Background: an optimization exercise with open tools, aiming at small area and a short achievable clock period. Do not read the settings as production practice. RTL that was checked went through simulation tests only; none was proved equivalent to the original. Power is estimated from default activity; no workload was simulated.

== middle ==
==> flow/design.v <==
module datapath_cw_sequencer #(
  parameter int unsigned DEPTH       = 16,
  parameter int unsigned HOLD_CYCLES = 2,
  parameter logic [24:0] NOP_CW      = 25'd0
) (
  input  logic        clock,
  input  logic        reset,
  input  logic        push_valid,
  output logic        push_ready,
  input  logic [24:0] push_cw,
  input  logic [63:0] push_const,
  input  logic [1:0]  push_op,
  input  logic        go,
  input  logic [3:0]  status,
  output logic [24:0] ControlWord,
  output logic [63:0] constant,
  output logic        busy,
  output logic        done,
  output logic [15:0] issue_count
);
  localparam int unsigned CW = $clog2(DEPTH + 1);
  localparam int unsigned HW = $clog2(HOLD_CYCLES + 1);
  localparam int unsigned DW = 89;
  localparam logic [1:0] OpNormal = 2'b00;
  localparam logic [1:0] OpHold   = 2'b01;
  localparam logic [1:0] OpSkip   = 2'b10;
  localparam logic [1:0] OpHalt   = 2'b11;
  typedef enum logic [1:0] {StIdle, StRun, StHold, StSkip} state_e;
  logic [DW-1:0] mem_data [DEPTH];
  logic [1:0]    mem_op   [DEPTH];
  logic [DEPTH-1:0] wen_q, wr_oh, wr_oh_d, rd_oh_q, rd_oh_nx;
  logic [CW-1:0]    count_q, count_d, count_inc, count_dec;
  logic             count_is1, count_is15, empty_d, ready_d;
  logic [15:0]      cnt_inc;
  logic             empty_q, ready_q, busy_q;
  logic [1:0]       head_op_q, head_op_d, next_op;
  logic             push_en, pop;
  state_e        state_q, state_d;
  logic [24:0]   cw_q, cw_d;
  logic [63:0]   const_q, const_d;
  logic          done_q, done_d;
  logic [15:0]   cnt_q;
  logic [HW-1:0] hcnt_q, hcnt_d;
  logic          issued_q, issue;
  logic [3:0]    status_q;
  logic [2:0]    skip_sel_q, skip_sel_d;
  logic          skip_cond, take;
  logic [DW-1:0] head_data;
  logic [24:0]   head_cw;
  logic [63:0]   head_const;
  assign push_ready = ready_q;
  assign push_en    = push_valid && ready_q;
  assign rd_oh_nx   = {rd_oh_q[DEPTH-2:0], rd_oh_q[DEPTH-1]};
  assign wr_oh      = ready_q ? wen_q : rd_oh_q;
  assign wr_oh_d    = push_en ? {wr_oh[DEPTH-2:0], wr_oh[DEPTH-1]} : wr_oh;
  assign count_inc  = count_q + CW'(1);
  assign count_dec  = count_q - CW'(1);
  assign count_is1  = (count_q == CW'(1));
  assign count_is15 = (count_q == CW'(DEPTH - 1));
  assign cnt_inc    = cnt_q + 16'd1;
  always_comb begin
    head_data = '0;
    next_op   = '0;
    for (int i = 0; i < DEPTH; i++) begin
      head_data = head_data | (mem_data[i] & {DW{rd_oh_q[i]}});
      next_op   = next_op   | (mem_op[i]   & {2{rd_oh_nx[i]}});
    end
  end
  assign {head_const, head_cw} = head_data;
  logic auto_q, skst_q, skc_q, iss_ok_q, drop;
  logic [3:0] status_d;
  assign skip_cond = skc_q;
  always_comb begin
    state_d    = state_q;
    done_d     = 1'b0;
    hcnt_d     = hcnt_q;
    pop        = 1'b0;
    skip_sel_d = skip_sel_q;
    take  = auto_q | (!busy_q & go) | (skst_q & !skip_cond);
    drop  = skst_q & skip_cond;
    issue = take & iss_ok_q;
    if (take || drop) begin
      if (empty_q) begin
        state_d = StIdle;
        done_d  = 1'b1;
      end else begin
        pop = 1'b1;
        if (drop) begin
          state_d = StRun;
        end else begin
          case (head_op_q)
            OpNormal: begin
              state_d = StRun;
              hcnt_d  = HW'(HOLD_CYCLES);
            end
            OpHold: begin
              state_d = StHold;
              hcnt_d  = HW'(HOLD_CYCLES);
            end
            OpSkip: begin
              state_d    = StSkip;
              skip_sel_d = head_const[2:0];
            end
            default: begin  
              state_d = StIdle;
              done_d  = 1'b1;
            end
          endcase
        end
      end
    end else if (state_q == StHold) begin
      hcnt_d = hcnt_q - 1'b1;
    end
    status_d = issued_q ? status : status_q;
    cw_d    = issue ? head_cw : NOP_CW;
    const_d = issue ? head_const : const_q;
    unique case ({push_en, pop})
      2'b10:   count_d = count_inc;
      2'b01:   count_d = count_dec;
      default: count_d = count_q;
    endcase
    empty_d = (push_en == pop) ? empty_q : (pop && count_is1);
    ready_d = (push_en == pop) ? ready_q : (pop || !count_is15);
    if (pop) head_op_d = count_is1 ? push_op : next_op;
    else     head_op_d = empty_q ? push_op : head_op_q;
  end
  always_ff @(posedge clock) begin
    for (int i = 0; i < DEPTH; i++) begin
      if (wen_q[i]) begin
        mem_data[i] <= {push_const, push_cw};
        mem_op[i]   <= push_op;
      end
    end
  end
  always_ff @(posedge clock) begin
    if (reset) begin
      wen_q      <= DEPTH'(1);
      rd_oh_q    <= DEPTH'(1);
      count_q    <= '0;
      empty_q    <= 1'b1;
      ready_q    <= 1'b1;
      busy_q     <= 1'b0;
      head_op_q  <= '0;
      state_q    <= StIdle;
      cw_q       <= NOP_CW;
      const_q    <= '0;
      done_q     <= 1'b0;
      cnt_q      <= '0;
      hcnt_q     <= '0;
      issued_q   <= 1'b0;
      status_q   <= '0;
      skip_sel_q <= '0;
      auto_q     <= 1'b0;
      skst_q     <= 1'b0;
      skc_q      <= 1'b0;
      iss_ok_q   <= 1'b0;
    end else begin
      wen_q      <= ready_d ? wr_oh_d : '0;
      if (pop)     rd_oh_q <= rd_oh_nx;
      count_q    <= count_d;
      empty_q    <= empty_d;
      ready_q    <= ready_d;
      busy_q     <= (state_d != StIdle);
      head_op_q  <= head_op_d;
      state_q    <= state_d;
      cw_q       <= cw_d;
      const_q    <= const_d;
      done_q     <= done_d;
      if (issue) cnt_q <= cnt_inc;
      hcnt_q     <= hcnt_d;
      issued_q   <= issue;
      skip_sel_q <= skip_sel_d;
      status_q   <= status_d;
      auto_q     <= (state_d == StRun) || (state_d == StHold && hcnt_d == '0);
      skst_q     <= (state_d == StSkip);
      skc_q      <= status_d[skip_sel_d[1:0]] ^ skip_sel_d[2];
      iss_ok_q   <= !empty_d && !head_op_d[1];
    end
  end
  assign ControlWord = cw_q;
  assign constant    = const_q;
  assign done        = done_q;
  assign issue_count = cnt_q;
  assign busy        = busy_q;
endmodule
clock: 5.0 ns
lec_check: 0
cap_margin: 20
core_margin: 2
core_utilization: 60
cts_cluster_diameter: 60
cts_cluster_size: 30
place_density: 0.75
setup_slack_margin: 2.75
slew_margin: 20
tns_end_percent: 100
standard.sh (not shown) runs the stock make flow with config.mk's settings and CLKGATE_MAP_FILE= SYNTH_SCRIPT=/design/flow/synth_recipe.tcl, a recipe that flattens the netlist after the stock synthesis.
==> flow/flow/run.sh <==
#!/bin/bash
set -euo pipefail
bash standard.sh MATCH_CELL_FOOTPRINT=0 "BUFFER_PORTS_ARGS=-buffer_cell sky130_fd_sc_hd__buf_2" \
  "CTS_ARGS=-sink_clustering_enable -repair_clock_nets -sink_clustering_size 30 -sink_clustering_max_diameter 60 -dont_use_dummy_load" \
  finish > flow_make.log 2>&1
For west, these inputs were changed with respect to middle:
diff --git a/flow/design.v b/flow/design.v
--- a/flow/design.v
+++ b/flow/design.v
@@ -28,12 +28,14 @@
   typedef enum logic [1:0] {StIdle, StRun, StHold, StSkip} state_e;
   logic [DW-1:0] mem_data [DEPTH];
   logic [1:0]    mem_op   [DEPTH];
-  logic [DEPTH-1:0] wen_q, wr_oh, wr_oh_d, rd_oh_q, rd_oh_nx;
+  logic [DEPTH-1:0] wen_q, wr_oh, rd_oh_q, rd_oh_nx;
   logic [CW-1:0]    count_q, count_d, count_inc, count_dec;
   logic             count_is1, count_is15, empty_d, ready_d;
   logic [15:0]      cnt_inc;
   logic             empty_q, ready_q, busy_q;
   logic [1:0]       head_op_q, head_op_d, next_op;
+  logic [2:0]       head_sel_q, head_sel_d, next_sel;   
+  logic [DEPTH-1:0] wen_d;
   logic             push_en, pop;
   state_e        state_q, state_d;
   logic [24:0]   cw_q, cw_d;
@@ -52,7 +54,6 @@
   assign push_en    = push_valid && ready_q;
   assign rd_oh_nx   = {rd_oh_q[DEPTH-2:0], rd_oh_q[DEPTH-1]};
   assign wr_oh      = ready_q ? wen_q : rd_oh_q;
-  assign wr_oh_d    = push_en ? {wr_oh[DEPTH-2:0], wr_oh[DEPTH-1]} : wr_oh;
   assign count_inc  = count_q + CW'(1);
   assign count_dec  = count_q - CW'(1);
   assign count_is1  = (count_q == CW'(1));
@@ -61,9 +62,11 @@
   always_comb begin
     head_data = '0;
     next_op   = '0;
+    next_sel  = '0;
     for (int i = 0; i < DEPTH; i++) begin
       head_data = head_data | (mem_data[i] & {DW{rd_oh_q[i]}});
       next_op   = next_op   | (mem_op[i]   & {2{rd_oh_nx[i]}});
+      next_sel  = next_sel  | (mem_data[i][27:25] & {3{rd_oh_nx[i]}});
     end
   end
   assign {head_const, head_cw} = head_data;
@@ -99,7 +102,7 @@
             end
             OpSkip: begin
               state_d    = StSkip;
-              skip_sel_d = head_const[2:0];
+              skip_sel_d = head_sel_q;
             end
             default: begin  
               state_d = StIdle;
@@ -123,6 +126,14 @@
     ready_d = (push_en == pop) ? ready_q : (pop || !count_is15);
     if (pop) head_op_d = count_is1 ? push_op : next_op;
     else     head_op_d = empty_q ? push_op : head_op_q;
+    if (pop) head_sel_d = count_is1 ? push_const[2:0] : next_sel;
+    else     head_sel_d = empty_q ? push_const[2:0] : head_sel_q;
+    unique case ({push_en, pop})
+      2'b00:   wen_d = wen_q;
+      2'b01:   wen_d = wr_oh;
+      2'b10:   wen_d = count_is15 ? '0 : {wen_q[DEPTH-2:0], wen_q[DEPTH-1]};
+      default: wen_d = {wen_q[DEPTH-2:0], wen_q[DEPTH-1]};
+    endcase
   end
   always_ff @(posedge clock) begin
     for (int i = 0; i < DEPTH; i++) begin
@@ -141,6 +152,7 @@
       ready_q    <= 1'b1;
       busy_q     <= 1'b0;
       head_op_q  <= '0;
+      head_sel_q <= '0;
       state_q    <= StIdle;
       cw_q       <= NOP_CW;
       const_q    <= '0;
@@ -155,13 +167,14 @@
       skc_q      <= 1'b0;
       iss_ok_q   <= 1'b0;
     end else begin
-      wen_q      <= ready_d ? wr_oh_d : '0;
+      wen_q      <= wen_d;
       if (pop)     rd_oh_q <= rd_oh_nx;
       count_q    <= count_d;
       empty_q    <= empty_d;
       ready_q    <= ready_d;
       busy_q     <= (state_d != StIdle);
       head_op_q  <= head_op_d;
+      head_sel_q <= head_sel_d;
       state_q    <= state_d;
       cw_q       <= cw_d;
       const_q    <= const_d;
==> comparison <==
Layout inverter count without the clock tree: higher on west. In west, the power share of the clock group came out 2.9 points above the value in middle. west vs middle, maximum clock skew at final layout went up by 0.013 ns. Compared with middle, west shows a higher fraction of met1 tracks used by global routing. In the metrics for middle and west, the one carrying the higher sum of net half-perimeters after detailed placement is west. west closes out successfully: all stages finished, all timing, DRC and antenna checks passed. Across both runs, non-clock buffer count was lower for west than for middle. Looking at overall power, west sits about 7% lower than middle does. Sort middle and west by clock-buffer cell count, descending, and west comes first.
For west, only the layout was checked, not whether the RTL still works.

[what the ideal ports hide]
Ports are ideal in the flow. The routed layouts listed here were re-timed in OpenROAD. Step 1, drivers: a clkbuf_16 drives clock and a buf_2 each remaining input, both assumed. Step 2 also shifts input and output timing later by t, the mid clock arrival at the registers, as if the neighbouring blocks saw the same clock. Three values: no drivers, after step 1, after step 2; two values: the first two.
run | t (ns) | slack for setup (ns) | hold WS [ns] | worst register clock-pin slew, ns | worst data-port slew with drivers (ns)
middle | 0.738 | 2.668 / 2.668 / 2.008 | 0.494 / 0.494 / 0.494 | 0.11 / 0.11 | 0.15
west | 0.726 | 2.689 / 2.687 / 2.065 | 0.492 / 0.492 / 0.492 | 0.11 / 0.11 | 0.14
After both steps setup and hold are still met in every run listed. For middle, which loses most, drivers alone change the setup slack by 0.000 ns; drivers and shift together by -0.660 ns.
